This design comes from an exercise in tuning for small area and a short achievable clock period on the open sky130 flow, not from production work. RTL that was checked went through simulation tests only; none was proved equivalent to the original. No functional check of the RTL was part of runs 1 and 2. Power is estimated from default activity; no workload was simulated. The flow treats the clock pin as an ideal source, which a real chip does not have.

==> flow/design.v <==
package cam_pkg;
  typedef enum logic [2:0] {
    OP_IDLE       = 3'd0,   
    OP_UPDATE_ALL = 3'd1,   
    OP_SEARCH     = 3'd2,   
    OP_UPDATE_ONE = 3'd3    
  } cam_op_t;
  localparam int LANES  = 16;   
  localparam int LANE_W = 32;   
  localparam int BEAT_W = LANES * LANE_W;
  typedef logic [LANE_W-1:0] lane_t;   
  typedef logic [BEAT_W-1:0] beat_t;   
  localparam lane_t TOPOLOGY_CODE    = 32'd4;     
  localparam lane_t UPDATE_DONE_CODE = 32'd100;   
endpackage
`timescale 1ns/1ns
module cam_control (
  input  logic         aclk,
  input  logic         areset,
  input  logic [2:0]   state,
  input  logic [31:0]  update_num,
  input  logic         s_tvalid,
  input  logic [31:0]  s_lo,
  output logic [3:0]   bank_we,
  output logic         srch_beat,
  output logic         done_pulse,
  output logic         echo_pulse
);
  logic [3:0] ptr;       
  logic       load_beat;
  logic       num_hi0;   
  logic       wrap;
  assign load_beat = s_tvalid && (state == 3'd1);
  assign srch_beat = s_tvalid && (state == 3'd2);
  assign echo_pulse = s_tvalid && (state == 3'd0) && (s_lo == 32'd4);
  assign num_hi0 = (update_num[27:2] == 26'd0);
  assign wrap = ptr[3] ||
                (num_hi0 && ((ptr[0] && update_num[1:0] == 2'd1) ||
                             (ptr[1] && update_num[1:0] == 2'd2) ||
                             (ptr[2] && update_num[1:0] == 2'd3)));
  always_ff @(posedge aclk) begin
    if (areset) begin
      ptr <= 4'b0001;
    end else if (load_beat) begin
      ptr <= wrap ? 4'b0001 : {ptr[2:0], 1'b0};
    end
  end
  assign bank_we    = {4{load_beat}} & ptr;
  assign done_pulse = load_beat && wrap;
endmodule
`timescale 1ns/1ns
module cam_entry_array (
  input  logic         aclk,
  input  logic [3:0]   bank_we,
  input  logic [511:0] wr_data,
  input  logic [31:0]  key,
  output logic [63:0]  hit
);
  for (genvar i = 0; i < 64; i++) begin : g_entry
    logic [31:0] entry_q;
    always_ff @(posedge aclk) begin
      if (bank_we[i / 16]) begin
        entry_q <= wr_data[(i % 16) * 32 +: 32];
      end
    end
    assign hit[i] = (entry_q == key);
  end
endmodule
`timescale 1ns/1ns
module cam_match_encoder #(
  parameter int G = 8   
) (
  input  logic         aclk,
  input  logic         areset,
  input  logic         srch_beat,
  input  logic [63:0]  hit,
  output logic [6:0]   idx,
  output logic         idx_vld
);
  localparam int NG = 64 / G;
  localparam int LW = $clog2(G);
  logic          v0;    
  logic          v1;    
  logic [NG-1:0] g_any;
  logic [LW-1:0] g_loc [NG];
  logic [6:0]    idx1;
  always_ff @(posedge aclk) begin
    if (areset) begin
      v0      <= 1'b0;
      v1      <= 1'b0;
      idx_vld <= 1'b0;
    end else begin
      v0      <= srch_beat;
      v1      <= v0;
      idx_vld <= v1;
    end
  end
  for (genvar g = 0; g < NG; g++) begin : g_grp
    logic [LW-1:0] loc;
    always_comb begin
      loc = '0;
      for (int j = G - 1; j >= 0; j--) begin
        if (hit[g * G + j]) loc = LW'(j);
      end
    end
    always_ff @(posedge aclk) begin
      g_any[g] <= |hit[g * G +: G];
      g_loc[g] <= loc;
    end
  end
  logic [6:0] idx_d;
  always_comb begin
    idx_d = 7'h7f;
    for (int g = NG - 1; g >= 0; g--) begin
      if (g_any[g]) idx_d = 7'(g * G) | 7'(g_loc[g]);
    end
  end
  always_ff @(posedge aclk) begin
    idx1 <= idx_d;
    idx  <= idx1;
  end
endmodule
`timescale 1ns/1ns
module cam_result_stage (
  input  logic           aclk,
  input  logic           areset,
  input  logic [6:0]     idx,
  input  logic           idx_vld,
  input  logic           done_pulse,
  input  logic           echo_pulse,
  input  logic           is_load,     
  input  logic [479:0]   s_hi,
  output logic           m_tvalid,
  output logic [511:0]   m_tdata,
  output logic           update_all_end
);
  logic [6:0]   lo_q;
  logic [479:0] hi_q;
  always_ff @(posedge aclk) begin
    if (areset) begin
      m_tvalid       <= 1'b0;
      update_all_end <= 1'b0;
    end else begin
      m_tvalid       <= idx_vld || done_pulse || echo_pulse;
      update_all_end <= done_pulse;
    end
  end
  always_ff @(posedge aclk) begin
    lo_q <= idx_vld ? idx : (is_load ? 7'd100 : 7'd4);
    hi_q <= s_hi & {480{~(idx_vld | is_load)}};
  end
  assign m_tdata = {hi_q, 25'd0, lo_q};
endmodule
`timescale 1ns/1ns
module cam_search_top #(
  parameter int CAM_SIZE = 64
) (
  input  logic         aclk,
  input  logic         areset,
  input  logic [31:0]  update_num,
  input  logic [2:0]   state,
  input  logic         s_tvalid,
  input  logic [511:0] s_tdata,
  output logic         m_tvalid,
  output logic [511:0] m_tdata,
  output logic         update_all_end
);
  logic [3:0]  bank_we;
  logic        srch_beat;
  logic        done_pulse;
  logic        echo_pulse;
  logic [63:0] hit;
  logic [6:0]  idx;
  logic        idx_vld;
  cam_control u_ctl (
    .aclk       (aclk),
    .areset     (areset),
    .state      (state),
    .update_num (update_num),
    .s_tvalid   (s_tvalid),
    .s_lo       (s_tdata[31:0]),
    .bank_we    (bank_we),
    .srch_beat  (srch_beat),
    .done_pulse (done_pulse),
    .echo_pulse (echo_pulse)
  );
  cam_entry_array u_arr (
    .aclk    (aclk),
    .bank_we (bank_we),
    .wr_data (s_tdata),
    .key     (s_tdata[31:0]),
    .hit     (hit)
  );
  cam_match_encoder u_enc (
    .aclk      (aclk),
    .areset    (areset),
    .srch_beat (srch_beat),
    .hit       (hit),
    .idx       (idx),
    .idx_vld   (idx_vld)
  );
  cam_result_stage u_res (
    .aclk           (aclk),
    .areset         (areset),
    .idx            (idx),
    .idx_vld        (idx_vld),
    .done_pulse     (done_pulse),
    .echo_pulse     (echo_pulse),
    .is_load        (state[0]),
    .s_hi           (s_tdata[511:32]),
    .m_tvalid       (m_tvalid),
    .m_tdata        (m_tdata),
    .update_all_end (update_all_end)
  );
endmodule
==> flow/run.sh <==
#!/bin/bash
# synth_recipe.tcl (not shown) runs the flow's synth.tcl, then flattens the netlist and writes it again
# the make line also repeats each setting of config.mk as NAME=value (left out here)
make -C /OpenROAD-flow-scripts/flow DESIGN_CONFIG=/design/flow/config.mk WORK_HOME=/design/flow/orfs CLKGATE_MAP_FILE= SYNTH_SCRIPT=/design/flow/synth_recipe.tcl finish
==> flow/config.mk <==
export PLATFORM = sky130hd
export DESIGN_NAME = cam_search_top
export DESIGN_NICKNAME = cam_search_top
export VERILOG_FILES = /design/flow/design.v
export SDC_FILE = /design/flow/constraint.sdc
export NUM_CORES = 4
export LEC_CHECK = 0
export CAP_MARGIN = 20
export CORE_MARGIN = 2
export CORE_UTILIZATION = 60
export SETUP_SLACK_MARGIN = 0.7
export SLEW_MARGIN = 20
==> flow/constraint.sdc <==
create_clock -name core_clock -period 3.6 [get_ports {aclk}]
set_input_delay 0.7200 -clock core_clock [delete_from_list [all_inputs] [get_ports {aclk}]]
set_output_delay 0.7200 -clock core_clock [all_outputs]
set_load 0.01 [all_outputs]
==> metrics.log, run 1 <==
INFO  metric die_width = slightly above 400 µm
INFO  metric holdPathEnd = u_arr.g_entry[48].entry_q[27]
INFO  metric syn_inst = 6368
INFO  metric cap_viol_max_count = 0
INFO  metric post-place-ws = 0.0321 ns
INFO  metric critical_path.endpoint_type = primary output
INFO  metric setup_viol = 0
INFO  metric detailed_place.area = between 0.1 and 0.15 mm²
INFO  metric leakagePower = between 40 and 50 nW
INFO  metric whs = between 0.2 and 0.3 ns
INFO  metric finalWorstSetupSlack = 0.905 ns
INFO  metric vias_after_detailed_routing = 58311
INFO  metric power.density_cell_area = around 520 mW/mm²
INFO  metric cts_made_buffers = 280
INFO  metric synthesis_warning_total = 5
INFO  metric gp_congestion = just under 0.9
INFO  metric die_area = 0.172 mm²
INFO  metric setup.reg_to_reg.worst_slack = a little under 1 ns
INFO  metric remaining_drc_errors = 0
INFO  metric start_util = 60.5%
INFO  metric clock-skew-final = 0.0390 ns
INFO  metric post_synth_instance_area = ~0.10 mm²
INFO  metric synthMostInstantiatedCell = sky130_fd_sc_hd__edfxtp_1
INFO  metric timing.hold.worst.start = s_tdata[27]
INFO  metric crit_start = u_res.hi_q[405]
INFO  metric hpwl = 201 mm
INFO  metric grt_pass1_wl = between 400 and 500 mm
INFO  metric grt_pass1_vias = 57839
INFO  metric delay_heaviest_family_cp = buffers and inverters
INFO  metric synth.top_cells.by_count = sky130_fd_sc_hd__edfxtp_1 (2048), sky130_fd_sc_hd__xnor2_1 (1279), sky130_fd_sc_hd__xor2_1 (768)
INFO  metric post_route_cells_drive_above_1_share = under 10%
INFO  metric layout.area.seq = slightly above 0.07 mm²
INFO  metric grt.overflow.total = 0
INFO  metric global_route.usage.total = about a third
INFO  metric fillerInstances = approximately 11000
INFO  metric run_status = finished clean
INFO  metric postCtsSetupRepairBufs = 0
INFO  metric area_of_combinational_cells_with_multiple_inputs = 0.0265 mm²
INFO  metric synth-seq-cells = around 2600
INFO  metric firstDrtPassIters = 6
INFO  metric synth_top_area_cell = sky130_fd_sc_hd__edfxtp_1
INFO  metric detail_route.wl_per_cell = ~29 µm
INFO  metric stdcell_area = about 0.12 mm²
INFO  metric post-route-min-period = 2.70 ns
INFO  metric crit-reg2reg-launch = u_arr.g_entry[39].entry_q[22]
INFO  metric grt_antenna_before_repair = 19
INFO  metric design.portCount = 1064
INFO  metric critical_path_buf_inv_count = 1
INFO  metric dr.first_iter.drc_count = 6026
INFO  metric worstRegToRegCells = 8
INFO  metric worst-endpoint-required = about 2.9 ns
INFO  metric grt_setup_unrepaired = false
INFO  metric clock_sinks = 2590
INFO  metric dominantRegCellSynth = sky130_fd_sc_hd__edfxtp_1
INFO  metric min-delay-path-class = in -> reg
INFO  metric final-max-slew-violation-count = 0
INFO  metric timing.critical_path.slowest_cell_delay = a little over 0.6 ns
INFO  metric cts.hold.buffers_added = 0
INFO  metric num-nets-final = slightly above 8000
INFO  metric cp_cell_sequence = clkdlybuf4s50_1
INFO  metric grt_start_max_net_pins = between 150 and 200
INFO  metric post-route-period-util = 74.9%
INFO  metric placementRows = 150
INFO  metric clock_latency = slightly above 0.9 ns
INFO  metric max_freq = 371 MHz
INFO  metric cts_buffer_depth = 4
INFO  metric cts-resized-gates = 0
INFO  metric post_synth_num_cell_types = 34
INFO  metric timing.critical_path.fanout_max = 1
INFO  metric r2r-end = u_enc.g_loc[4][0]
INFO  metric syn_area_cell = between 15 and 20 µm²
INFO  metric synth_edf_count = slightly above 2000
INFO  metric drt.antenna.violating_nets = 0
INFO  metric setup.worst_path.class = reg -> out
INFO  metric max-vdd-ir-drop = around 0.54 mV
INFO  metric post_drt_via_cell_ratio = approximately 5.8
INFO  metric synth.top_cell.area_share = 60.8%
INFO  metric timing_worst_slew_pin_value = approximately 0.7 ns
INFO  metric synth.yosys.seq_area_share = approximately 72%
INFO  metric core-area = 0.167 mm²
INFO  metric cp.arrival = ~2 ns
INFO  metric cts-htree-levels = 5
INFO  metric cts.clk_slew.worst_paths = around 0.06 ns
INFO  metric tritoncts_clock_tree = built
INFO  metric area_delta_synth_final = 22.7%
INFO  metric cts-root-buf = sky130_fd_sc_hd__clkbuf_16
INFO  metric postRouteWirelength = between 200 and 300 mm
INFO  metric slew_headroom = between 50 and 60%
INFO  metric finalHoldViolCount = 0
INFO  metric post_synth_main_area_contributors = sky130_fd_sc_hd__edfxtp_1 (61%), sky130_fd_sc_hd__xnor2_1 (11%), sky130_fd_sc_hd__dfxtp_1 (11%)
INFO  metric port_buffers = roughly 1000
INFO  metric holdPathStages = 1
INFO  metric die_h = about 410 µm
INFO  metric critical_path.startpoint_type = flip-flop
INFO  metric synthArstFlopShare = 0%
INFO  metric slowest_stage = sky130_fd_sc_hd__clkdlybuf4s50_1
==> kinds of logic after synthesis <==
kind of cell    Yosys count  share of synthesized area, %
flops                  2590                          71.6
buf+inv                 322                          2.32
compound gates           63                         0.359
simple gates           1344                          8.01
xor+xnor               2048                          17.7
other cells               1                       0.00371
==> metrics by stage <==
| step | util (%) | power [mW] | setup TNS (ns) | cells |
|---|---|---|---|---|
| final | 74.2 | 64.3 | 0 | 10132 |
| after global routing | 74.2 | 65.9 | 0 | 10129 |
| after CTS | 74.2 | 64.6 | 0 | 10123 |
| after detailed placement | 69.2 | 38.3 | 0 | 9649 |
| after global placement | 69.2 | 38.2 | 0 | 9649 |
| after floorplan | - | 35.6 | -3080.55 | 6392 |
==> cell usage in the layout, fill, tap and decap left out, types with 2 or more instances in the layout <==
cell	synthesis	final
sky130_fd_sc_hd__edfxtp_1	2048	2048
sky130_fd_sc_hd__xnor2_1	1279	1279
sky130_fd_sc_hd__clkdlybuf4s50_1	0	1002
sky130_fd_sc_hd__xor2_1	768	768
sky130_fd_sc_hd__dfxtp_1	542	542
sky130_fd_sc_hd__and2_1	492	492
sky130_fd_sc_hd__nand4_1	371	371
sky130_fd_sc_hd__clkbuf_16	0	290
sky130_fd_sc_hd__nor4_1	281	281
sky130_fd_sc_hd__buf_4	98	229
sky130_fd_sc_hd__clkbuf_1	58	102
sky130_fd_sc_hd__buf_12	0	97
sky130_fd_sc_hd__nand2_1	91	91
sky130_fd_sc_hd__a21oi_1	45	45
sky130_fd_sc_hd__nor2_1	46	44
sky130_fd_sc_hd__clkinv_1	0	34
sky130_fd_sc_hd__buf_6	93	32
sky130_fd_sc_hd__conb_1	1	25
sky130_fd_sc_hd__clkinv_2	0	22
sky130_fd_sc_hd__nor2b_1	18	18
sky130_fd_sc_hd__inv_1	15	15
sky130_fd_sc_hd__clkbuf_8	0	15
sky130_fd_sc_hd__or2_2	11	11
sky130_fd_sc_hd__diode_2	0	9
sky130_fd_sc_hd__nand3b_1	9	9
sky130_fd_sc_hd__nor3b_1	8	8
sky130_fd_sc_hd__o211ai_1	8	8
sky130_fd_sc_hd__bufinv_16	0	7
sky130_fd_sc_hd__and3_4	0	4
sky130_fd_sc_hd__a2111oi_0	3	3
sky130_fd_sc_hd__o31ai_1	3	3
sky130_fd_sc_hd__nor3_1	3	3
sky130_fd_sc_hd__nor4b_1	3	3
sky130_fd_sc_hd__nor2_4	0	2
sky130_fd_sc_hd__nand2b_1	3	2
sky130_fd_sc_hd__or4_1	2	2
sky130_fd_sc_hd__a21oi_2	2	2
==> worst reg2reg max path, stage by stage (launching register included) <==
cell	delay, ns
sky130_fd_sc_hd__edfxtp_1	0.39
sky130_fd_sc_hd__xnor2_1	0.14
sky130_fd_sc_hd__nand4_1	0.18
sky130_fd_sc_hd__nor4_1	0.50
sky130_fd_sc_hd__buf_4	0.19
sky130_fd_sc_hd__nand2_1	0.21
sky130_fd_sc_hd__a21oi_1	0.58
sky130_fd_sc_hd__o211ai_1	0.18
sky130_fd_sc_hd__a21oi_1	0.17
==> state kept, by name, summed over array words and instances, names as in the netlist <==
name / flops
u_arr.g_entry.entry_q: 2048
u_enc.idx1: 7
u_enc.v1: 1
u_ctl.ptr: 4
u_res.update_all_end: 1
u_res.lo_q: 7
u_enc.idx_vld: 1
u_enc.v0: 1
u_res.m_tvalid: 1
u_enc.g_any: 8
u_enc.g_loc: 24
u_enc.idx: 7
u_res.hi_q: 480
==> routing by layer <==
layer	GRT usage, %	part of all wire [%]	vias up
met2	57.1	50	2725
met5	0	0	-
li1	-	-	25348
met1	43.9	38	29703
met3	5.22	7.6	535
met4	12.6	4.0	0
==> power breakdown <==
group | leakage (nW) | total (mW) | switching [mW] | internal [mW]
clock | 4.05 | 26.7 | 11.2 | 15.5
sequential | 23.0 | 32.8 | 0.129 | 32.7
combinational | 14.1 | 4.85 | 2.71 | 2.14
total | 41.1 | 64.3 | 14.0 | 50.4
==> area by class of cell <==
class | instances | share of cell area, %
Timing Repair Buffer | 1360 | 11.3
Sequential cell | 2590 | 58.3
Tap cell | 2204 | 2.22
Antenna cell | 9 | 0.0181
Multi-Input combinational cell | 3480 | 21.4
Clock buffer | 408 | 6.33
Inverter | 15 | 0.0454
Clock inverter | 66 | 0.381
==> how the worst max path moves through the flow <==
stage | end | slack, ns | cells after the start
final | m_tdata[437] | 0.90 | 1
after global routing | u_enc.g_loc[4][0] | 0.84 | 8
after detailed placement | u_enc.g_loc[4][0] | 0.03 | 10
after global placement | u_enc.g_loc[4][0] | 0.04 | 10
after floorplan | u_arr.g_entry[0].entry_q[0] | -1.50 | 3
after CTS | m_tdata[437] | 0.83 | 1
==> run 2, diff against run 1 <==
--- a/flow/config.mk
+++ b/flow/config.mk
@@ -8,5 +8,5 @@
 export CAP_MARGIN = 20
 export CORE_MARGIN = 2
 export CORE_UTILIZATION = 60
-export SETUP_SLACK_MARGIN = 0.7
+export SETUP_SLACK_MARGIN = 1.3
 export SLEW_MARGIN = 20
==> metrics.log, run 2 <==
INFO  metric post_drt_via_cell_ratio = 5.76 (about the same)
INFO  metric synthArstFlopShare = 0% (unchanged)
INFO  metric power.density_cell_area = 518 mW/mm² (about the same)
INFO  metric post_synth_instance_area = 0.101 mm² (unchanged)
INFO  metric synth-seq-cells = 2590 (unchanged)
INFO  metric synth.yosys.seq_area_share = 71.6% (unchanged)
INFO  metric global_route.usage.total = 33.7% (about the same)
INFO  metric placementRows = 150 (unchanged)
INFO  metric slew_headroom = 51.2% (-0.83 points)
INFO  metric start_util = 60.5% (unchanged)
INFO  metric run_status = finished clean
INFO  metric synth_top_area_cell = sky130_fd_sc_hd__edfxtp_1
INFO  metric biggestRegsByFlops = u_arr.g_entry.entry_q (2048), u_res.hi_q (480), u_enc.g_loc (24)
INFO  metric synth_edf_count = 2048 (unchanged)
INFO  metric critical_path.endpoint_type = flip-flop
INFO  metric max_freq = 431 MHz (+16%)
INFO  metric cts_buffer_depth = 4 (unchanged)
INFO  metric post_route_cells_drive_above_1_share = 9.82% (+0.75 points)
INFO  metric dr.first_iter.drc_count = 6162 (+2.3%)
INFO  metric syn_area_cell = 15.9 µm² (unchanged)
INFO  metric clock-skew-final = 0.0389 ns (-0.000137 ns)
INFO  metric total_power = 64.1 mW (-0.32%)
INFO  metric finalWorstSetupSlack = 1.28 ns (+0.376 ns)
INFO  metric grt_pass1_wl = 413 mm (about the same)
INFO  metric grt_setup_unrepaired = true
INFO  metric critical_path.startpoint_type = flip-flop
INFO  metric dominantRegCellSynth = sky130_fd_sc_hd__edfxtp_1
INFO  metric routed-wl-met3 = 22.4 mm (+0.46%)
INFO  metric setup_tns = 0 ns (unchanged)
INFO  metric postRouteWirelength = 293 mm (+0.11%)
INFO  metric grt_antenna_before_repair = 18 (-1)
INFO  metric setup.worst_path.class = reg -> reg
INFO  metric min-delay-path-class = in -> reg
INFO  metric port_buffers = 1034 (unchanged)
INFO  metric post-place-ws = 0.0321 ns (unchanged)
INFO  metric remaining_drc_errors = 0 (unchanged)
INFO  metric setup_viol = 0 (unchanged)
INFO  metric grt_pass1_vias = 57965 (+0.22%)
INFO  metric timing_worst_slew_pin_value = 0.730 ns (+0.0180 ns)
INFO  metric final-max-slew-violation-count = 0 (unchanged)
INFO  metric drt.antenna.violating_nets = 0 (unchanged)
INFO  metric detail_route.wl_per_cell = 28.9 µm (about the same)
INFO  metric post-route-period-util = 64.4% (-10 points)
INFO  metric finalHoldViolCount = 0 (unchanged)
INFO  metric dr.max_layer_used = met5
INFO  metric finalCoreUtilization = 74.0% (-0.18 points)
INFO  metric die_h = 415 µm (unchanged)
INFO  metric register_name_with_the_most_flops = u_arr.g_entry.entry_q
INFO  metric worst-endpoint-required = 4.38 ns (+1.50 ns)
INFO  metric post-route-min-period = 2.32 ns (-0.376 ns)
INFO  metric metal_1_wl = 112 mm (+0.14%)
INFO  metric grt.overflow.total = 0 (unchanged)
INFO  metric largest_register_ffs = 2048 (unchanged)
INFO  metric leakagePower = 42.7 nW (+3.8%)
INFO  metric core-area = 0.167 mm² (unchanged)
INFO  metric design.portCount = 1064 (unchanged)
INFO  metric gp_congestion = 0.894 (unchanged)
INFO  metric cts-htree-levels = 5 (unchanged)
INFO  metric vias_after_detailed_routing = 58321 (+0.017%)
INFO  metric synthMostInstantiatedCell = sky130_fd_sc_hd__edfxtp_1
INFO  metric post_synth_main_area_contributors = sky130_fd_sc_hd__edfxtp_1 (61%), sky130_fd_sc_hd__xnor2_1 (11%), sky130_fd_sc_hd__dfxtp_1 (11%)
INFO  metric cap_viol_max_count = 0 (unchanged)
INFO  metric cp.arrival = 3.10 ns (+1.12 ns)
INFO  metric grt_start_max_net_pins = 173 (unchanged)
INFO  metric timing.critical_path.fanout_max = 2 (+1)
INFO  metric firstDrtPassIters = 5 (-1)
INFO  metric mostFrequentLayoutCells = sky130_fd_sc_hd__edfxtp_1 (2048), sky130_fd_sc_hd__xnor2_1 (1279), sky130_fd_sc_hd__xor2_1 (768)
INFO  metric cts_made_buffers = 280 (unchanged)
INFO  metric die_area = 0.172 mm² (unchanged)
INFO  metric area_delta_synth_final = 22.5%
INFO  metric synth.top_cell.area_share = 60.8% (unchanged)
INFO  metric synthesis_warning_total = 5 (unchanged)
INFO  metric cts-root-buf = sky130_fd_sc_hd__clkbuf_16
INFO  metric clock_latency = 0.93 ns (about the same)
INFO  metric cts.clk_slew.worst_paths = 0.06 ns (about the same)
INFO  metric post_synth_num_cell_types = 34 (unchanged)
INFO  metric hpwl = 201 mm (unchanged)
INFO  metric die_width = 415 µm (unchanged)
INFO  metric max-vdd-ir-drop = 0.535 mV (-0.36%)
INFO  metric syn_inst = 6368 (unchanged)
INFO  metric num-nets-final = 8280 (+0.036%)
INFO  metric layout.cells.most_common = sky130_fd_sc_hd__edfxtp_1
INFO  metric fillerInstances = 10815 (+1.8%)
INFO  metric synth.top_cells.by_count = sky130_fd_sc_hd__edfxtp_1 (2048), sky130_fd_sc_hd__xnor2_1 (1279), sky130_fd_sc_hd__xor2_1 (768)
INFO  metric wl_met2 = 146 mm (about the same)
INFO  metric tritoncts_clock_tree = built
INFO  metric clock_sinks = 2590 (unchanged)
[run 2: power by group]
group          internal [mW]  switching [mW]
clock                   15.5            11.1
combinational           1.95            2.72
sequential              32.7           0.117
total                   50.2            14.0
[run 2: what timing repair did]
action | CTS | global route
hold buffers | 0 | 0
gates resized for setup | 549 | 45
setup buffers | 0 | 3
cloned | 0 | 0
setup endpoints to repair | 501 | 31
[run 2: cell type report]
type / instances / area [µm²] / area share (%)
timing repair buffer: 1363 / 13500 / 10.9
clock buffer: 408 / 7850 / 6.34
multi-input combinational: 3480 / 26700 / 21.6
sequential: 2590 / 72400 / 58.4
tap: 2204 / 2760 / 2.23
clock inverter: 66 / 473 / 0.382
antenna: 7 / 17.5 / 0.0141
inverter: 15 / 56.3 / 0.0455
[run 2: final timing paths]
path,cells past startpoint,slack (ns),to,start
max,8,1.28,u_enc.g_loc[6][2],u_arr.g_entry[49].entry_q[19]
min,1,0.25,u_arr.g_entry[48].entry_q[7],s_tdata[7]
max reg2reg,8,1.28,u_enc.g_loc[6][2],u_arr.g_entry[49].entry_q[19]
min reg2reg,0,0.33,u_enc.idx[2],u_enc.idx1[2]
[run 2: metrics by stage]
| step | area, µm² | hold slack, ns | std cells |
|---|---|---|---|
| after floorplan | 101000 | 0.310 | 6392 |
| after global placement | 116000 | 0.313 | 9649 |
| after detailed placement | 116000 | 0.312 | 9649 |
| after CTS | 124000 | 0.204 | 10123 |
| after global routing | 124000 | 0.223 | 10132 |
| final | 124000 | 0.254 | 10133 |
[run 2: worst max-delay path, stage by stage, from the launching register on]
cell and delay [ns]:
sky130_fd_sc_hd__edfxtp_1 0.38, sky130_fd_sc_hd__xor2_1 0.15, sky130_fd_sc_hd__nor4_1 0.60, sky130_fd_sc_hd__nand4_1 0.31
sky130_fd_sc_hd__nor2_1 0.28, sky130_fd_sc_hd__buf_4 0.18, sky130_fd_sc_hd__or2_2 0.12, sky130_fd_sc_hd__nor2b_1 0.05
sky130_fd_sc_hd__nor2b_1 0.12
[run 2: layer usage]
layer | GRT usage [%] | vias to the layer above
met1 | 44.0 | 29687
li1 | - | 25352
met2 | 57.2 | 2730
met4 | 12.7 | 2
met3 | 5.15 | 550
met5 | 0 | -
[run 2: kinds of logic after synthesis]
group | synth area share [%]
AO/OA/AOI/OAI | 0.359
buffers and inverters | 2.32
other | 0.00371
flip-flops | 71.6
AND/OR/NAND/NOR | 8.01
XOR/XNOR | 17.7
==> run 3, diff against run 2 <==
--- a/flow/design.v
+++ b/flow/design.v
@@ -73,7 +73,9 @@
   input  logic         aclk,
   input  logic         areset,
   input  logic         srch_beat,
+  input  logic [31:0]  s_key,
   input  logic [63:0]  hit,
+  output logic [31:0]  key,
   output logic [6:0]   idx,
   output logic         idx_vld
 );
@@ -83,7 +85,9 @@
   logic          v1;    
   logic [NG-1:0] g_any;
   logic [LW-1:0] g_loc [NG];
-  logic [6:0]    idx1;
+  always_ff @(posedge aclk) begin
+    key <= s_key;
+  end
   always_ff @(posedge aclk) begin
     if (areset) begin
       v0      <= 1'b0;
@@ -116,8 +120,7 @@
     end
   end
   always_ff @(posedge aclk) begin
-    idx1 <= idx_d;
-    idx  <= idx1;
+    idx <= idx_d;
   end
 endmodule
 `timescale 1ns/1ns
@@ -169,6 +172,7 @@
   logic        srch_beat;
   logic        done_pulse;
   logic        echo_pulse;
+  logic [31:0] key;
   logic [63:0] hit;
   logic [6:0]  idx;
   logic        idx_vld;
@@ -188,14 +192,16 @@
     .aclk    (aclk),
     .bank_we (bank_we),
     .wr_data (s_tdata),
-    .key     (s_tdata[31:0]),
+    .key     (key),
     .hit     (hit)
   );
   cam_match_encoder u_enc (
     .aclk      (aclk),
     .areset    (areset),
     .srch_beat (srch_beat),
+    .s_key     (s_tdata[31:0]),
     .hit       (hit),
+    .key       (key),
     .idx       (idx),
     .idx_vld   (idx_vld)
   );
--- a/flow/config.mk
+++ b/flow/config.mk
@@ -7,6 +7,5 @@
 export LEC_CHECK = 0
 export CAP_MARGIN = 20
 export CORE_MARGIN = 2
-export CORE_UTILIZATION = 60
-export SETUP_SLACK_MARGIN = 1.3
+export CORE_UTILIZATION = 40
 export SLEW_MARGIN = 20
==> metrics.log, run 3 <==
INFO  metric fillerInstances = 21208 (+96%)
INFO  metric p_comb_share = 7.1% (-0.2 points)
INFO  metric synth_edf_count = 2048 (unchanged)
INFO  metric finalCoreUtilization = 50.1% (-24 points)
INFO  metric postCtsSetupRepairBufs = 0 (unchanged)
INFO  metric sw_frac_of_total = 22.3% (+0.53 points)
INFO  metric post-route-min-period = 3.45 ns (+1.13 ns)
INFO  metric cts-root-buf = sky130_fd_sc_hd__clkbuf_16
INFO  metric stdcell_area = 0.127 mm² (+2.7%)
INFO  metric die_width = 509 µm (+23%)
INFO  metric hpwl = 230 mm (+14%)
INFO  metric delay_heaviest_family_cp = simple AND/OR/NAND/NOR gates
INFO  metric grt_pass1_vias = 57353 (-1.1%)
INFO  metric global_route.usage.total = 24.7% (-8.9 points)
INFO  metric cts-htree-levels = 5 (unchanged)
INFO  metric timing.critical_path.slowest_cell_delay = 0.72 ns (+0.12 ns)
INFO  metric post_synth_instance_area = 0.102 mm² (+0.83%)
INFO  metric grt.overflow.total = 0 (unchanged)
INFO  metric die_area = 0.259 mm² (+51%)
INFO  metric layout.cells.most_common = sky130_fd_sc_hd__edfxtp_1
INFO  metric clock_sinks = 2615 (+0.97%)
INFO  metric power.density_cell_area = 530 mW/mm² (+2.2%)
INFO  metric cap_viol_max_count = 0 (unchanged)
INFO  metric dominantRegCellSynth = sky130_fd_sc_hd__edfxtp_1
INFO  metric synthesis_warning_total = 5 (unchanged)
INFO  metric cts.hold.buffers_added = 0 (unchanged)
INFO  metric synth.yosys.seq_area_share = 71.5% (-0.10 points)
INFO  metric detailed_place.area = 0.118 mm² (+1.7%)
INFO  metric area_of_combinational_cells_with_multiple_inputs = 0.0266 mm² (-0.35%)
INFO  metric setup_viol = 0 (unchanged)
INFO  metric critical_path.endpoint_type = flip-flop
INFO  metric worst-endpoint-required = 4.37 ns (about the same)
INFO  metric synthMostInstantiatedCell = sky130_fd_sc_hd__edfxtp_1
INFO  metric switchingPower = 15.0 mW (+7.5%)
INFO  metric post_synth_num_cell_types = 34 (unchanged)
INFO  metric total_power = 67.3 mW (+5.0%)
INFO  metric design.portCount = 1064 (unchanged)
INFO  metric max-vdd-ir-drop = 0.461 mV (-14%)
INFO  metric syn_inst = 6394 (+0.41%)
INFO  metric area_delta_synth_final = 24.7%
INFO  metric critical_path_depth = 10 (+2)
INFO  metric cts-resized-gates = 0 (-100%)
INFO  metric postRouteWirelength = 328 mm (+12%)
INFO  metric setup_tns = 0 ns (unchanged)
INFO  metric firstDrtPassIters = 6 (+1)
INFO  metric biggestRegsByFlops = u_arr.g_entry.entry_q (2048), u_res.hi_q (480), u_enc.key (32)
INFO  metric synth-seq-cells = 2615 (+0.97%)
INFO  metric post_drt_via_cell_ratio = 5.11 (-11%)
INFO  metric timing.critical_path.fanout_max = 21 (+19)
INFO  metric dr.first_iter.drc_count = 6154 (-0.13%)
INFO  metric max_freq = 290 MHz (-33%)
INFO  metric cts_made_buffers = 302 (+7.9%)
INFO  metric grt_start_max_net_pins = 157 (-9.2%)
INFO  metric cp_cell_sequence = buf_12 > buf_4 > xor2_1 > nor4_1 > nand4_1 > nor2_1 > buf_4 > nand2_1 > o211ai_1 > a21oi_1
INFO  metric finalHoldViolCount = 0 (unchanged)
INFO  metric start_util = 40.2% (-20 points)
INFO  metric finalWorstSetupSlack = 0.155 ns (-1.13 ns)
INFO  metric cts.clk_slew.worst_paths = 0.06 ns (about the same)
INFO  metric post-place-ws = 0.245 ns (+0.213 ns)
INFO  metric grt_pass1_wl = 447 mm (+8.2%)
INFO  metric setup.worst_path.class = reg -> reg
INFO  metric slowest_stage = sky130_fd_sc_hd__nor4_1
INFO  metric sequential_group_share_of_total_power = 49.4% (-1.7 points)
INFO  metric remaining_drc_errors = 0 (unchanged)
INFO  metric critical_path.startpoint_type = flip-flop
INFO  metric worstRegToRegCells = 10 (+2)
INFO  metric syn_area_cell = 15.9 µm² (+0.42%)
INFO  metric largest_register_ffs = 2048 (unchanged)
INFO  metric post_synth_main_area_contributors = sky130_fd_sc_hd__edfxtp_1 (60%), sky130_fd_sc_hd__dfxtp_1 (11%), sky130_fd_sc_hd__xnor2_1 (11%)
INFO  metric synth.top_cell.area_share = 60.3% (-0.50 points)
INFO  metric final_cell_count_no_fill = 11352 (+12%)
INFO  metric vias_after_detailed_routing = 57993 (-0.56%)
INFO  metric whs = 0.405 ns (+0.151 ns)
INFO  metric leakagePower = 41.7 nW (-2.3%)
INFO  metric timing_worst_slew_pin_value = 0.975 ns (+0.245 ns)
INFO  metric tritoncts_clock_tree = built
INFO  metric grt_setup_unrepaired = false
INFO  metric synth.top_cells.by_count = sky130_fd_sc_hd__edfxtp_1 (2048), sky130_fd_sc_hd__xnor2_1 (1280), sky130_fd_sc_hd__xor2_1 (768)
INFO  metric gp_congestion = 0.840 (-6.1%)
INFO  metric placementRows = 185 (+23%)
INFO  metric drt.antenna.violating_nets = 0 (unchanged)
INFO  metric post-route-period-util = 95.7% (+31 points)
INFO  metric holdPathStages = 1 (unchanged)
INFO  metric detail_route.wl_per_cell = 28.9 µm (about the same)
INFO  metric core-area = 0.254 mm² (+52%)
INFO  metric num-nets-final = 8298 (+0.22%)
INFO  metric grt_antenna_before_repair = 38 (+20)
INFO  metric cts_buffer_depth = 4 (unchanged)
INFO  metric die_h = 509 µm (+23%)
INFO  metric synthArstFlopShare = 0% (unchanged)
INFO  metric layout.area.seq = 0.0730 mm² (+0.84%)
INFO  metric slew_headroom = 34.4% (-17 points)
INFO  metric run_status = finished clean
INFO  metric min-delay-path-class = reg -> reg
INFO  metric critical_path_buf_inv_count = 3 (+2)
INFO  metric final-max-slew-violation-count = 0 (unchanged)
INFO  metric post_route_cells_drive_above_1_share = 9.85% (+0.026 points)
INFO  metric port_buffers = 1034 (unchanged)
INFO  metric clock_power_share = 43.4% (+1.8 points)
INFO  metric register_name_with_the_most_flops = u_arr.g_entry.entry_q
INFO  metric clock-skew-final = 0.0787 ns (+0.0398 ns)
INFO  metric crit_path_frequent_cell = sky130_fd_sc_hd__buf_4
INFO  metric cp.arrival = 4.21 ns (+1.11 ns)
INFO  metric synth_top_area_cell = sky130_fd_sc_hd__edfxtp_1
INFO  metric clock_latency = 0.96 ns (+0.03 ns)
INFO  metric number_of_placed_instances_with_taps_included = 10810 (+12%)
INFO  metric mostFrequentLayoutCells = sky130_fd_sc_hd__edfxtp_1 (2048), sky130_fd_sc_hd__xnor2_1 (1280), sky130_fd_sc_hd__clkdlybuf4s50_1 (1034)
INFO  metric cell_int_power = 52.3 mW (+4.2%)
run 3: cells by family after synthesis:
family	count (synthesis)	share of synthesized area [%]
xor gates and xnor gates	2048	17.6
AOI/OAI and AO/OA	63	0.349
DFF	2615	71.5
buffers and inverters	322	2.57
other	1	0.00368
and+or+nand+nor	1345	8.03
run 3: power groups by stage:
stage / clock, mW / combinational [mW] / sequential, mW
after global placement: 0 / 4.79 / 33.9
final: 29.2 / 4.80 / 33.3
after detailed placement: 0 / 4.81 / 33.9
after floorplan: 0 / 2.01 / 33.9
after CTS: 29.8 / 4.84 / 33.3
after global routing: 31.0 / 5.05 / 33.3
run 3: layout make-up:
cell class                      count  share of cell area [%]
Multi-Input combinational cell   3481                    21.0
Sequential cell                  2615                    57.4
Clock buffer                      408                    6.57
Timing Repair Buffer             1333                    10.9
Antenna cell                       14                  0.0276
Inverter                           15                  0.0443
Tap cell                         3366                    3.31
Clock inverter                    120                   0.770
run 3: layer usage:
metal	global-route usage, %	part of all wire (%)
met1	33.4	41
met2	40.9	48
met3	4.52	7.7
met4	6.77	2.6
met5	0	0.0037
run 3: final timing paths:
check	start	slack, ns	endpoint
worst min-delay path	u_enc.idx[2]	0.40	u_res.lo_q[2]
worst min register to register	u_enc.idx[2]	0.40	u_res.lo_q[2]
worst max-delay path	u_enc.key[15]	0.16	u_enc.g_loc[0][0]
worst max register to register	u_enc.key[15]	0.16	u_enc.g_loc[0][0]
==> run 4, diff against run 3 <==
--- a/flow/design.v
+++ b/flow/design.v
@@ -67,27 +67,18 @@
   end
 endmodule
 `timescale 1ns/1ns
-module cam_match_encoder #(
-  parameter int G = 8   
-) (
+module cam_match_encoder (
   input  logic         aclk,
   input  logic         areset,
   input  logic         srch_beat,
-  input  logic [31:0]  s_key,
   input  logic [63:0]  hit,
-  output logic [31:0]  key,
   output logic [6:0]   idx,
   output logic         idx_vld
 );
-  localparam int NG = 64 / G;
-  localparam int LW = $clog2(G);
-  logic          v0;    
-  logic          v1;    
-  logic [NG-1:0] g_any;
-  logic [LW-1:0] g_loc [NG];
-  always_ff @(posedge aclk) begin
-    key <= s_key;
-  end
+  logic        v0;    
+  logic        v1;    
+  logic [63:0] hit_q;
+  logic [6:0]  idx1;
   always_ff @(posedge aclk) begin
     if (areset) begin
       v0      <= 1'b0;
@@ -99,28 +90,19 @@
       idx_vld <= v1;
     end
   end
-  for (genvar g = 0; g < NG; g++) begin : g_grp
-    logic [LW-1:0] loc;
-    always_comb begin
-      loc = '0;
-      for (int j = G - 1; j >= 0; j--) begin
-        if (hit[g * G + j]) loc = LW'(j);
-      end
-    end
-    always_ff @(posedge aclk) begin
-      g_any[g] <= |hit[g * G +: G];
-      g_loc[g] <= loc;
-    end
+  always_ff @(posedge aclk) begin
+    hit_q <= hit;
   end
   logic [6:0] idx_d;
   always_comb begin
     idx_d = 7'h7f;
-    for (int g = NG - 1; g >= 0; g--) begin
-      if (g_any[g]) idx_d = 7'(g * G) | 7'(g_loc[g]);
-    end
-  end
-  always_ff @(posedge aclk) begin
-    idx <= idx_d;
+    for (int i = 63; i >= 0; i--) begin
+      if (hit_q[i]) idx_d = 7'(i);
+    end
+  end
+  always_ff @(posedge aclk) begin
+    idx1 <= idx_d;
+    idx  <= idx1;
   end
 endmodule
 `timescale 1ns/1ns
@@ -172,7 +154,6 @@
   logic        srch_beat;
   logic        done_pulse;
   logic        echo_pulse;
-  logic [31:0] key;
   logic [63:0] hit;
   logic [6:0]  idx;
   logic        idx_vld;
@@ -192,16 +173,14 @@
     .aclk    (aclk),
     .bank_we (bank_we),
     .wr_data (s_tdata),
-    .key     (key),
+    .key     (s_tdata[31:0]),
     .hit     (hit)
   );
   cam_match_encoder u_enc (
     .aclk      (aclk),
     .areset    (areset),
     .srch_beat (srch_beat),
-    .s_key     (s_tdata[31:0]),
     .hit       (hit),
-    .key       (key),
     .idx       (idx),
     .idx_vld   (idx_vld)
   );
--- a/flow/config.mk
+++ b/flow/config.mk
@@ -7,5 +7,6 @@
 export LEC_CHECK = 0
 export CAP_MARGIN = 20
 export CORE_MARGIN = 2
-export CORE_UTILIZATION = 40
+export CORE_UTILIZATION = 60
+export SETUP_SLACK_MARGIN = 0.7
 export SLEW_MARGIN = 20
==> metrics.log, run 4 <==
INFO  metric final-max-slew-violation-count = 0 (unchanged)
INFO  metric synthesis_warning_total = 4 (-1)
INFO  metric postRouteWirelength = 274 mm (-16%)
INFO  metric area_delta_synth_final = 22.9%
INFO  metric delay_heaviest_family_cp = buffers and inverters
INFO  metric critical_path_buf_inv_count = 1 (-2)
INFO  metric timing.critical_path.fanout_max = 1 (-95%)
INFO  metric detailed_place.area = 0.115 mm² (-2.0%)
INFO  metric sequential_group_share_of_total_power = 51.3% (+1.9 points)
INFO  metric max-vdd-ir-drop = 0.575 mV (+25%)
INFO  metric postCtsSetupRepairBufs = 0 (unchanged)
INFO  metric synthSimpleGateAreaFrac = 7.89% (-0.14 points)
INFO  metric port_buffers = 1034 (unchanged)
INFO  metric largest_register_ffs = 2048 (unchanged)
INFO  metric stdcell_area = 0.124 mm² (-2.5%)
INFO  metric start_util = 60.3% (+20 points)
INFO  metric cell_int_power = 50.8 mW (-2.8%)
INFO  metric remaining_drc_errors = 0 (unchanged)
INFO  metric timing_worst_slew_pin_value = 1.08 ns (+0.101 ns)
INFO  metric vias_after_detailed_routing = 56690 (-2.2%)
INFO  metric synth-compound-area-share = 0.364% (+0.015 points)
INFO  metric run_status = finished clean
INFO  metric gp_congestion = 0.865 (+3.0%)
INFO  metric synth_fa_ha_area_share = 0% (unchanged)
INFO  metric cp_cell_sequence = clkdlybuf4s50_1
INFO  metric cts_made_buffers = 281 (-7.0%)
INFO  metric sw_frac_of_total = 21.5% (-0.88 points)
INFO  metric max_freq = 363 MHz (+25%)
INFO  metric cts.hold.buffers_added = 0 (unchanged)
INFO  metric slew_headroom = 28.3% (-6.1 points)
INFO  metric design.portCount = 1064 (unchanged)
INFO  metric min-delay-path-class = reg -> reg
INFO  metric register_name_with_the_most_flops = u_arr.g_entry.entry_q
INFO  metric grt.overflow.total = 0 (unchanged)
INFO  metric switchingPower = 13.9 mW (-7.7%)
INFO  metric cts-resized-gates = 0 (unchanged)
INFO  metric synth.yosys.seq_area_share = 72.4% (+0.97 points)
INFO  metric cts_buffer_depth = 4 (unchanged)
INFO  metric placementRows = 150 (-19%)
INFO  metric whs = 0.310 ns (-0.0951 ns)
INFO  metric post_route_cells_drive_above_1_share = 8.31% (-1.5 points)
INFO  metric die_width = 414 µm (-19%)
INFO  metric clock_latency = 0.92 ns (-0.04 ns)
INFO  metric cts-root-buf = sky130_fd_sc_hd__clkbuf_16
INFO  metric leakagePower = 43.7 nW (+4.7%)
INFO  metric power.density_cell_area = 522 mW/mm² (-1.4%)
INFO  metric cts.clk_slew.worst_paths = 0.05 ns (about the same)
INFO  metric setup_tns = 0 ns (unchanged)
INFO  metric grt_pass1_wl = 384 mm (-14%)
INFO  metric mostFrequentLayoutCells = sky130_fd_sc_hd__xor2_1 (2048), sky130_fd_sc_hd__edfxtp_1 (2048), sky130_fd_sc_hd__clkdlybuf4s50_1 (1002)
INFO  metric number_of_placed_instances_with_taps_included = 9567 (-11%)
INFO  metric grt_pass1_vias = 55814 (-2.7%)
INFO  metric dominantRegCellSynth = sky130_fd_sc_hd__edfxtp_1
INFO  metric biggestRegsByFlops = u_arr.g_entry.entry_q (2048), u_res.hi_q (480), u_enc.hit_q (64)
INFO  metric critical_path.endpoint_type = primary output
INFO  metric area_share_of_xor_xnor_cells_in_the_synthesized_design = 17.8% (+0.20 points)
INFO  metric core-area = 0.167 mm² (-34%)
INFO  metric post_synth_instance_area = 0.101 mm² (-1.1%)
INFO  metric finalHoldViolCount = 0 (unchanged)
INFO  metric syn_inst = 6358 (-0.56%)
INFO  metric combinational_family_with_the_most_area_after_synthesis = XOR/XNOR gates
INFO  metric grt_start_max_net_pins = 121 (-23%)
INFO  metric setup.worst_path.class = reg -> out
INFO  metric cp.arrival = 2.04 ns (-2.17 ns)
INFO  metric syn_area_cell = 15.9 µm² (-0.59%)
INFO  metric detail_route.wl_per_cell = 27.3 µm (-5.4%)
INFO  metric die_h = 414 µm (-19%)
INFO  metric cts-htree-levels = 5 (unchanged)
INFO  metric clock_sinks = 2622 (+0.27%)
INFO  metric grt_setup_unrepaired = false
INFO  metric timing.critical_path.slowest_cell_delay = 0.63 ns (-0.09 ns)
INFO  metric synth.top_cells.by_count = sky130_fd_sc_hd__edfxtp_1 (2048), sky130_fd_sc_hd__xor2_1 (2048), sky130_fd_sc_hd__dfxtp_1 (574)
INFO  metric global_route.usage.total = 31.6% (+6.8 points)
INFO  metric post-route-min-period = 2.76 ns (-0.688 ns)
INFO  metric clock_power_share = 41.8% (-1.6 points)
INFO  metric dr.first_iter.drc_count = 5512 (-10%)
INFO  metric drt.antenna.violating_nets = 0 (unchanged)
INFO  metric synth_top_area_cell = sky130_fd_sc_hd__edfxtp_1
INFO  metric critical_path.startpoint_type = flip-flop
INFO  metric p_comb_share = 6.9% (-0.2 points)
INFO  metric setup_viol = 0 (unchanged)
INFO  metric firstDrtPassIters = 5 (-1)
INFO  metric clock-skew-final = 0.0264 ns (-0.0523 ns)
INFO  metric hpwl = 192 mm (-17%)
INFO  metric slowest_stage = sky130_fd_sc_hd__clkdlybuf4s50_1
INFO  metric synthArstFlopShare = 0% (unchanged)
INFO  metric grt_antenna_before_repair = 15 (-61%)
INFO  metric num-nets-final = 8196 (-1.2%)
INFO  metric worst-endpoint-required = 2.88 ns (-1.49 ns)
INFO  metric final_cell_count_no_fill = 10049 (-11%)
INFO  metric post_synth_main_area_contributors = sky130_fd_sc_hd__edfxtp_1 (61%), sky130_fd_sc_hd__xor2_1 (18%), sky130_fd_sc_hd__dfxtp_1 (11%)
INFO  metric synth-seq-cells = 2622 (+0.27%)
INFO  metric tritoncts_clock_tree = built
INFO  metric cap_viol_max_count = 0 (unchanged)
INFO  metric synth.mux.area_fraction = 0% (unchanged)
INFO  metric die_area = 0.171 mm² (-34%)
INFO  metric finalCoreUtilization = 74.2% (+24 points)
INFO  metric synth.top_cell.area_share = 61.0% (+0.70 points)
INFO  metric post_drt_via_cell_ratio = 5.64 (+10%)
INFO  metric post-route-period-util = 76.6% (-19 points)
INFO  metric synth_edf_count = 2048 (unchanged)
INFO  metric post_synth_num_cell_types = 48 (+41%)
-- run 4: changes by cell type after synthesis, moves of 12 or more --
cell / change
sky130_fd_sc_hd__nor4_1: +265
sky130_fd_sc_hd__buf_4: -47
sky130_fd_sc_hd__xnor2_1: -1280
sky130_fd_sc_hd__xor2_1: +1280
sky130_fd_sc_hd__nand4_1: -238
sky130_fd_sc_hd__a21oi_1: -29
sky130_fd_sc_hd__nor2b_1: -13
sky130_fd_sc_hd__nand2_1: -71
sky130_fd_sc_hd__nor4_2: -12
sky130_fd_sc_hd__buf_2: +174
sky130_fd_sc_hd__clkbuf_1: +15
sky130_fd_sc_hd__buf_6: -143
sky130_fd_sc_hd__nor2_1: +55
-- run 4: through the flow --
step | worst slack [ns] | power, mW
2_1_floorplan | -1.57 | 35.7
3_3_place_gp | 0.534 | 38.2
3_5_place_dp | 0.528 | 38.2
4_1_cts | 0.813 | 65.0
5_1_grt | 0.819 | 66.4
6_report | 0.843 | 64.7
-- run 4: layer usage --
metal	global-route usage, %	part of all wire, %	vias to the layer above
met1	41.9	40	28756
met2	52.9	50	2293
met5	0	0.034	-
met4	9.97	3.1	14
li1	-	-	25194
met3	5.97	7.6	433
-- run 4: worst paths after layout --
check,cells after the start,start,slack (ns),end
min,0,u_enc.idx1[2],0.31,u_enc.idx[2]
max reg2reg,6,u_enc.hit_q[59],1.50,u_enc.idx1[0]
max,1,u_res.lo_q[4],0.84,m_tdata[4]
min reg2reg,0,u_enc.idx1[2],0.31,u_enc.idx[2]
-- run 4: cell type report --
cell class / instances / area, µm²
antenna: 2 / 5.00
clock buffer: 410 / 7950
clock inverter: 70 / 559
fill: 10637 / 43100
inverter: 11 / 41.3
multi-input combinational: 3445 / 26400
sequential: 2622 / 73000
tap: 2204 / 2760
timing repair buffer: 1285 / 13200
-- run 4: kinds of logic after synthesis --
kind of cell / after synthesis
compound gates: 54
flops: 2622
other cells: 1
buf+inv: 315
simple gates: 1318
xor+xnor: 2048
-- run 4: power groups by stage --
stage	Sequential, mW	Combinational (mW)	Clock [mW]
6_report	33.2	4.46	27.1
3_5_place_dp	33.8	4.45	0
3_3_place_gp	33.8	4.39	0
5_1_grt	33.2	4.71	28.5
4_1_cts	33.2	4.48	27.4
2_1_floorplan	34.0	1.69	0
==> run 5, diff against run 4 <==
==> flow/flow/run.sh (new file) <==
#!/bin/bash
# Standard layout; output ports buffered with buf_4 instead of the default cell.
set -euo pipefail
W=$(pwd)
export PRE_GLOBAL_PLACE_TCL=$W/flow/pre_gp.tcl
export BUFFER_PORTS_ARGS="-outputs -buffer_cell sky130_fd_sc_hd__buf_4"
bash standard.sh > $W/standard.log 2>&1
==> flow/flow/pre_gp.tcl (new file) <==
# Input ports keep the standard buffer; the outputs get a stronger one below.
buffer_ports -inputs
==> flow/standard.sh (new file) <==
#!/bin/bash
# synth_recipe.tcl (not shown) runs the flow's synth.tcl, then flattens the netlist and writes it again
# the make line also repeats each setting of config.mk as NAME=value (left out here)
make -C /OpenROAD-flow-scripts/flow DESIGN_CONFIG=/design/flow/config.mk WORK_HOME=/design/flow/orfs CLKGATE_MAP_FILE= SYNTH_SCRIPT=/design/flow/synth_recipe.tcl "${@:-finish}"
removed: flow/run.sh
==> metrics.log, run 5 <==
INFO  metric post-route-period-util = 63.0% (-14 points)
INFO  metric timing.hold.worst.start = state[1]
INFO  metric delay_heaviest_family_cp = flip-flops
INFO  metric syn_area_cell = 15.9 µm² (unchanged)
INFO  metric grt.overflow.total = 0 (unchanged)
INFO  metric cap_viol_max_count = 0 (unchanged)
INFO  metric cts_buffer_depth = 4 (unchanged)
INFO  metric gp_congestion = 0.837 (-3.2%)
INFO  metric layout.area.seq = 0.0730 mm² (unchanged)
INFO  metric grt_antenna_before_repair = 123 (+108)
INFO  metric dominantRegCellSynth = sky130_fd_sc_hd__edfxtp_1
INFO  metric firstDrtPassIters = 6 (+1)
INFO  metric synth.top_cells.by_count = sky130_fd_sc_hd__edfxtp_1 (2048), sky130_fd_sc_hd__xor2_1 (2048), sky130_fd_sc_hd__dfxtp_1 (574)
INFO  metric tritoncts_clock_tree = built
INFO  metric holdPathStages = 3 (+3)
INFO  metric placementRows = 150 (unchanged)
INFO  metric slew_headroom = 38.0% (+9.8 points)
INFO  metric cts-resized-gates = 0 (unchanged)
INFO  metric timing.critical_path.fanout_max = 1 (unchanged)
INFO  metric vias_after_detailed_routing = 58114 (+2.5%)
INFO  metric synth_top_area_cell = sky130_fd_sc_hd__edfxtp_1
INFO  metric syn_inst = 6358 (unchanged)
INFO  metric cp.arrival = 1.55 ns (-0.49 ns)
INFO  metric r2r-end = u_res.hi_q[414]
INFO  metric clock-skew-final = 0.0272 ns (+0.000820 ns)
INFO  metric start_util = 60.3% (unchanged)
INFO  metric synthArstFlopShare = 0% (unchanged)
INFO  metric critical_path.startpoint_type = flip-flop
INFO  metric grt_pass1_wl = 411 mm (+7.0%)
INFO  metric leakagePower = 43.6 nW (-0.13%)
INFO  metric drt.antenna.violating_nets = 0 (unchanged)
INFO  metric cts.hold.buffers_added = 518 (+518)
INFO  metric biggestRegsByFlops = u_arr.g_entry.entry_q (2048), u_res.hi_q (480), u_enc.hit_q (64)
INFO  metric final-max-slew-violation-count = 0 (unchanged)
INFO  metric detailed_place.area = 0.107 mm² (-7.2%)
INFO  metric timing.critical_path.slowest_cell_delay = 0.46 ns (-0.17 ns)
INFO  metric die_area = 0.171 mm² (unchanged)
INFO  metric mostFrequentLayoutCells = sky130_fd_sc_hd__xor2_1 (2048), sky130_fd_sc_hd__edfxtp_1 (2048), sky130_fd_sc_hd__dfxtp_1 (574)
INFO  metric largest_register_ffs = 2048 (unchanged)
INFO  metric max_freq = 441 MHz (+22%)
INFO  metric cts-htree-levels = 5 (unchanged)
INFO  metric grt_setup_unrepaired = false
INFO  metric crit_start = u_res.hi_q[91]
INFO  metric dr.first_iter.drc_count = 6296 (+14%)
INFO  metric cp_cell_sequence = buf_4
INFO  metric hpwl = 167 mm (-13%)
INFO  metric setup.reg_to_reg.worst_slack = 1.43 ns (-0.07 ns)
INFO  metric finalHoldViolCount = 0 (unchanged)
INFO  metric area_delta_synth_final = 20.2%
INFO  metric post_synth_instance_area = 0.101 mm² (unchanged)
INFO  metric number_of_placed_instances_with_taps_included = 8869 (-7.3%)
INFO  metric synth_edf_count = 2048 (unchanged)
INFO  metric worstRegToRegCells = 4 (-2)
INFO  metric post_drt_via_cell_ratio = 5.84 (+3.5%)
INFO  metric critical_path_buf_inv_count = 1 (unchanged)
INFO  metric cts_made_buffers = 282 (+0.36%)
INFO  metric grt_start_max_net_pins = 179 (+48%)
INFO  metric critical_path.endpoint_type = primary output
INFO  metric max-vdd-ir-drop = 0.508 mV (-12%)
INFO  metric detail_route.wl_per_cell = 30.0 µm (+9.8%)
INFO  metric post_route_cells_drive_above_1_share = 12.9% (+4.6 points)
INFO  metric final_cell_count_no_fill = 9953 (-0.96%)
INFO  metric stdcell_area = 0.121 mm² (-2.3%)
INFO  metric synthesis_warning_total = 4 (unchanged)
INFO  metric crit-reg2reg-launch = u_enc.idx_vld
INFO  metric synth.top_cell.area_share = 61.0% (unchanged)
INFO  metric power.density_cell_area = 526 mW/mm² (+0.79%)
INFO  metric global_route.usage.total = 34.3% (+2.7 points)
INFO  metric synth.yosys.seq_area_share = 72.4% (unchanged)
INFO  metric min-delay-path-class = in -> reg
INFO  metric post_synth_num_cell_types = 48 (unchanged)
INFO  metric holdPathEnd = u_res.update_all_end
INFO  metric register_name_with_the_most_flops = u_arr.g_entry.entry_q
INFO  metric slowest_stage = sky130_fd_sc_hd__dfxtp_1
INFO  metric port_buffers = 1033 (-0.097%)
INFO  metric synth-seq-cells = 2622 (unchanged)
INFO  metric whs = 0.0708 ns (-0.239 ns)
INFO  metric design.portCount = 1064 (unchanged)
INFO  metric setup_tns = 0 ns (unchanged)
INFO  metric die_h = 414 µm (unchanged)
INFO  metric clock_latency = 0.92 ns (about the same)
INFO  metric postCtsSetupRepairBufs = 0 (unchanged)
INFO  metric worst-endpoint-required = 2.88 ns (about the same)
INFO  metric clock_sinks = 2622 (unchanged)
INFO  metric fillerInstances = 10921 (+2.7%)
INFO  metric post-route-min-period = 2.27 ns (-0.490 ns)
INFO  metric setup_viol = 0 (unchanged)
INFO  metric finalWorstSetupSlack = 1.33 ns (+0.490 ns)
INFO  metric cts-root-buf = sky130_fd_sc_hd__clkbuf_16
INFO  metric timing_worst_slew_pin_value = 0.921 ns (-0.155 ns)
INFO  metric postRouteWirelength = 298 mm (+8.7%)
INFO  metric cts.clk_slew.worst_paths = 0.06 ns (about the same)
INFO  metric run_status = finished clean
INFO  metric die_width = 414 µm (unchanged)
INFO  metric core-area = 0.167 mm² (unchanged)
INFO  metric post_synth_main_area_contributors = sky130_fd_sc_hd__edfxtp_1 (61%), sky130_fd_sc_hd__xor2_1 (18%), sky130_fd_sc_hd__dfxtp_1 (11%)
INFO  metric area_of_combinational_cells_with_multiple_inputs = 0.0264 mm² (about the same)
INFO  metric setup.worst_path.class = reg -> out
INFO  metric post-place-ws = 0.735 ns (+0.207 ns)
INFO  metric remaining_drc_errors = 0 (unchanged)
INFO  metric num-nets-final = 8017 (-2.2%)
INFO  metric grt_pass1_vias = 55980 (+0.30%)
[run 5: cell counts after synthesis]
No cell type changed its count.
[run 5: per-layer routing]
metal / part of all wire (%) / routed length [µm] / GRT usage [%]
met5: 0.11 / 332 / 0
met4: 3.9 / 11500 / 12.8
met3: 9.6 / 28700 / 8.46
met2: 48 / 145000 / 56.2
met1: 38 / 113000 / 44.4
[run 5: layout make-up]
| class | count | area share [%] |
|---|---|---|
| Tap cell | 2204 | 2.28 |
| Antenna cell | 81 | 0.167 |
| Clock buffer | 418 | 6.85 |
| Inverter | 11 | 0.0341 |
| Timing Repair Buffer | 1105 | 8.30 |
| Sequential cell | 2622 | 60.3 |
| Clock inverter | 67 | 0.306 |
| Multi-Input combinational cell | 3445 | 21.8 |
[run 5: report_power, final]
group | switching [mW] | total (mW) | internal [mW]
combinational | 1.72 | 3.19 | 1.47
sequential | 0.135 | 33.2 | 33.0
clock | 11.3 | 27.4 | 16.0
[run 5: cells by family after synthesis]
family | share of synthesized area, %
XOR/XNOR | 17.8
other | 0.00372
AO/OA/AOI/OAI | 0.364
flip-flops | 72.4
buffers and inverters | 1.52
AND/OR/NAND/NOR | 7.89
[run 5: metrics by stage]
step / util [%] / power (mW)
after CTS: 72.4 / 63.9
after floorplan: - / 35.7
after global routing: 72.5 / 65.4
final: 72.5 / 63.7
after global placement: 64.1 / 35.8
after detailed placement: 64.1 / 35.8
[run 5: worst max path at each step]
stage          slack [ns]  depth (start not counted)                      endpoint
2_1_floorplan       -1.57                          3   u_arr.g_entry[0].entry_q[0]
3_3_place_gp         0.70                          5   u_arr.g_entry[7].entry_q[4]
3_5_place_dp         0.73                          5  u_arr.g_entry[7].entry_q[31]
4_1_cts              1.26                          1                  m_tdata[123]
5_1_grt              1.32                          1                  m_tdata[123]
6_report             1.33                          1                  m_tdata[123]
==> run 6, diff against run 5 <==
==> flow/flow/run.sh (replaced) <==
#!/bin/bash
# Standard layout; output ports buffered with buf_4 instead of the default cell;
# larger clock sink clusters and no dummy loads in the clock tree.
set -euo pipefail
W=$(pwd)
export PRE_GLOBAL_PLACE_TCL=$W/flow/pre_gp.tcl
export BUFFER_PORTS_ARGS="-outputs -buffer_cell sky130_fd_sc_hd__buf_4"
export CTS_ARGS="-sink_clustering_enable -repair_clock_nets -sink_clustering_size 30 -sink_clustering_max_diameter 100 -dont_use_dummy_load"
bash standard.sh > $W/standard.log 2>&1
==> metrics.log, run 6 <==
INFO  metric run_status = finished clean
INFO  metric die_h = 414 µm (unchanged)
INFO  metric final-max-slew-violation-count = 0 (unchanged)
INFO  metric synth_edf_count = 2048 (unchanged)
INFO  metric setup_tns = 0 ns (unchanged)
INFO  metric setup.reg_to_reg.worst_slack = 1.42 ns (about the same)
INFO  metric post_synth_instance_area = 0.101 mm² (unchanged)
INFO  metric syn_area_cell = 15.9 µm² (unchanged)
INFO  metric area_share_of_xor_xnor_cells_in_the_synthesized_design = 17.8% (unchanged)
INFO  metric core-area = 0.167 mm² (unchanged)
INFO  metric delay_heaviest_family_cp = buffers and inverters
INFO  metric cts-htree-levels = 3 (-2)
INFO  metric finalWorstSetupSlack = 1.42 ns (+0.0912 ns)
INFO  metric synth.yosys.seq_area_share = 72.4% (unchanged)
INFO  metric clock_latency = 0.77 ns (-0.15 ns)
INFO  metric cts_buffer_depth = 3 (-1)
INFO  metric clock-skew-final = 0.0412 ns (+0.0140 ns)
INFO  metric final_cell_count_no_fill = 9094 (-8.6%)
INFO  metric port_buffers = 1033 (unchanged)
INFO  metric r2r-end = u_res.hi_q[414]
INFO  metric timing.critical_path.fanout_max = 84 (+83)
INFO  metric clock_sinks = 2622 (unchanged)
INFO  metric critical_path_buf_inv_count = 2 (+1)
INFO  metric cts.clk_slew.worst_paths = 0.12 ns (+0.06 ns)
INFO  metric crit-reg2reg-launch = u_enc.idx_vld
INFO  metric synth_top_area_cell = sky130_fd_sc_hd__edfxtp_1
INFO  metric crit_start = u_enc.idx_vld
INFO  metric detailed_place.area = 0.107 mm² (unchanged)
INFO  metric synth_fa_ha_area_share = 0% (unchanged)
INFO  metric synthArstFlopShare = 0% (unchanged)
INFO  metric post-route-period-util = 60.5% (-2.5 points)
INFO  metric syn_inst = 6358 (unchanged)
INFO  metric area_of_combinational_cells_with_multiple_inputs = 0.0264 mm² (about the same)
INFO  metric dominantRegCellSynth = sky130_fd_sc_hd__edfxtp_1
INFO  metric grt_pass1_vias = 50995 (-8.9%)
INFO  metric critical_path_depth = 4 (+3)
INFO  metric min-delay-path-class = in -> reg
INFO  metric design.portCount = 1064 (unchanged)
INFO  metric post-place-ws = 0.735 ns (unchanged)
INFO  metric cts_made_buffers = 97 (-66%)
INFO  metric biggestRegsByFlops = u_arr.g_entry.entry_q (2048), u_res.hi_q (480), u_enc.hit_q (64)
INFO  metric post_route_cells_drive_above_1_share = 10.1% (-2.8 points)
INFO  metric global_route.usage.met1 = 41.1% (-3.2 points)
INFO  metric tritoncts_clock_tree = built
INFO  metric placementRows = 150 (unchanged)
INFO  metric finalHoldViolCount = 0 (unchanged)
INFO  metric grt_antenna_before_repair = 20 (-84%)
INFO  metric setup_viol = 0 (unchanged)
INFO  metric worst-endpoint-required = 4.28 ns (+1.40 ns)
INFO  metric post-route-min-period = 2.18 ns (-0.0912 ns)
INFO  metric post_synth_main_area_contributors = sky130_fd_sc_hd__edfxtp_1 (61%), sky130_fd_sc_hd__xor2_1 (18%), sky130_fd_sc_hd__dfxtp_1 (11%)
INFO  metric global_route.usage.total = 30.4% (-3.9 points)
INFO  metric synth.mux.area_fraction = 0% (unchanged)
INFO  metric use_met2 = 52.4% (-3.8 points)
INFO  metric num-nets-final = 7424 (-7.4%)
INFO  metric max_freq = 459 MHz (+4.2%)
INFO  metric crit_end = u_res.hi_q[414]
INFO  metric grt.overflow.total = 0 (unchanged)
INFO  metric worstRegToRegCells = 4 (unchanged)
INFO  metric postRouteWirelength = 266 mm (-11%)
INFO  metric area_delta_synth_final = 9.76%
INFO  metric critical_path.endpoint_type = flip-flop
INFO  metric register_name_with_the_most_flops = u_arr.g_entry.entry_q
INFO  metric synth.top_cell.area_share = 61.0% (unchanged)
INFO  metric max-vdd-ir-drop = 0.407 mV (-20%)
INFO  metric gr-max-usage-layer = met2
INFO  metric synthesis_warning_total = 4 (unchanged)
INFO  metric setup.worst_path.class = reg -> reg
INFO  metric combinational_family_with_the_most_area_after_synthesis = XOR/XNOR gates
INFO  metric gp_congestion = 0.837 (unchanged)
INFO  metric fillerInstances = 11914 (+9.1%)
INFO  metric mostFrequentLayoutCells = sky130_fd_sc_hd__xor2_1 (2048), sky130_fd_sc_hd__edfxtp_1 (2048), sky130_fd_sc_hd__dfxtp_1 (574)
INFO  metric number_of_placed_instances_with_taps_included = 8869 (unchanged)
INFO  metric grt_setup_unrepaired = false
INFO  metric dr.first_iter.drc_count = 5101 (-19%)
INFO  metric timing_worst_slew_pin_value = 0.984 ns (+0.0632 ns)
INFO  metric die_width = 414 µm (unchanged)
INFO  metric largest_register_ffs = 2048 (unchanged)
INFO  metric leakagePower = 38.8 nW (-11%)
INFO  metric critical_path.startpoint_type = flip-flop
INFO  metric timing.critical_path.slowest_cell_delay = 0.59 ns (+0.13 ns)
INFO  metric post_synth_num_cell_types = 48 (unchanged)
INFO  metric synth-compound-area-share = 0.364% (unchanged)
INFO  metric slew_headroom = 33.8% (-4.3 points)
INFO  metric slowest_stage = sky130_fd_sc_hd__dfxtp_1
INFO  metric vias_after_detailed_routing = 53032 (-8.7%)
INFO  metric die_area = 0.171 mm² (unchanged)
INFO  metric cp.arrival = 2.86 ns (+1.31 ns)
INFO  metric post_drt_via_cell_ratio = 5.83 (-0.13%)
INFO  metric detail_route.wl_per_cell = 29.2 µm (-2.5%)
INFO  metric grt_start_max_net_pins = 179 (unchanged)
INFO  metric stdcell_area = 0.111 mm² (-8.7%)
INFO  metric start_util = 60.3% (unchanged)
INFO  metric cp_cell_sequence = nor2_4 > buf_12 > buf_4 > and2_1
INFO  metric synthSimpleGateAreaFrac = 7.89% (unchanged)
INFO  metric global_route.usage.met3 = 4.63% (-3.8 points)
INFO  metric power.density_cell_area = 440 mW/mm² (-16%)
INFO  metric drt.antenna.violating_nets = 0 (unchanged)
INFO  metric synth-seq-cells = 2622 (unchanged)
INFO  metric cap_viol_max_count = 0 (unchanged)
INFO  metric remaining_drc_errors = 0 (unchanged)
INFO  metric synth.top_cells.by_count = sky130_fd_sc_hd__edfxtp_1 (2048), sky130_fd_sc_hd__xor2_1 (2048), sky130_fd_sc_hd__dfxtp_1 (574)
INFO  metric hpwl = 167 mm (unchanged)
INFO  metric layout.area.seq = 0.0730 mm² (unchanged)
INFO  metric firstDrtPassIters = 5 (-1)
INFO  metric grt_pass1_wl = 369 mm (-10%)
INFO  metric cts-root-buf = sky130_fd_sc_hd__clkbuf_16
==> run 6: cell count changes in the layout (fill, tap and decap cells not counted), moves of 39 or more <==
cell,previous run,this run
sky130_fd_sc_hd__clkbuf_1,71,0
sky130_fd_sc_hd__clkbuf_8,43,0
sky130_fd_sc_hd__clkbuf_16,295,97
sky130_fd_sc_hd__diode_2,81,18
sky130_fd_sc_hd__dlygate4sd3_1,518,110
sky130_fd_sc_hd__clkinv_2,39,0
==> run 6: cell type report <==
class / count / area share [%]
inverter: 11 / 0.0373
timing repair buffer: 697 / 5.40
antenna: 18 / 0.0407
tap: 2204 / 2.49
clock buffer: 97 / 2.19
sequential: 2622 / 66.0
multi-input combinational: 3445 / 23.8
==> run 6: worst min-delay path by stage <==
stage / start / endpoint / cells after the start
6_report: s_tdata[92] / u_arr.g_entry[34].entry_q[28] / 0
5_1_grt: s_tdata[180] / u_arr.g_entry[37].entry_q[20] / 0
4_1_cts: s_tdata[180] / u_arr.g_entry[37].entry_q[20] / 0
3_5_place_dp: u_enc.idx1[6] / u_enc.idx[6] / 0
3_3_place_gp: u_enc.idx1[4] / u_enc.idx[4] / 0
2_1_floorplan: u_enc.idx1[0] / u_enc.idx[0] / 0
==> run 6: metrics by stage <==
stage	power [mW]	util [%]	hold slack, ns
6_report	48.7	66.2	0.0514
2_1_floorplan	35.7	-	0.310
3_3_place_gp	35.8	64.1	0.314
4_1_cts	48.9	66.2	0.000205
5_1_grt	50.1	66.2	0.000777
3_5_place_dp	35.8	64.1	0.318
==> run 6: cell families (layout without fill, tap and decap cells) <==
| logic type | after synthesis | in the layout |
|---|---|---|
| DFF | 2622 | 2622 |
| xor gates and xnor gates | 2048 | 2048 |
| and+or+nand+nor | 1318 | 1318 |
| buffers and inverters | 315 | 805 |
| AOI/OAI and AO/OA | 54 | 54 |
| other | 1 | 43 |
==> run 6: what timing repair did <==
action	4_1_cts	5_1_grt
endpoints found under the hold margin	322	5
hold buffers	107	3
resized for setup	0	0
buffers inserted	0	0
==> run 6: report_power, final <==
part / internal (mW) / switching, mW
clock network: 4.87 / 8.53
registers: 33.0 / 0.131
logic: 1.17 / 1.01
total: 39.0 / 9.67
==> run 6: layer usage <==
metal  vias to the layer above  part of all wire (%)
met4                        10                   2.3
met1                     27492                    41
met5                         -                 0.022
met2                      1910                    50
li1                      23368                     -
met3                       252                   6.8
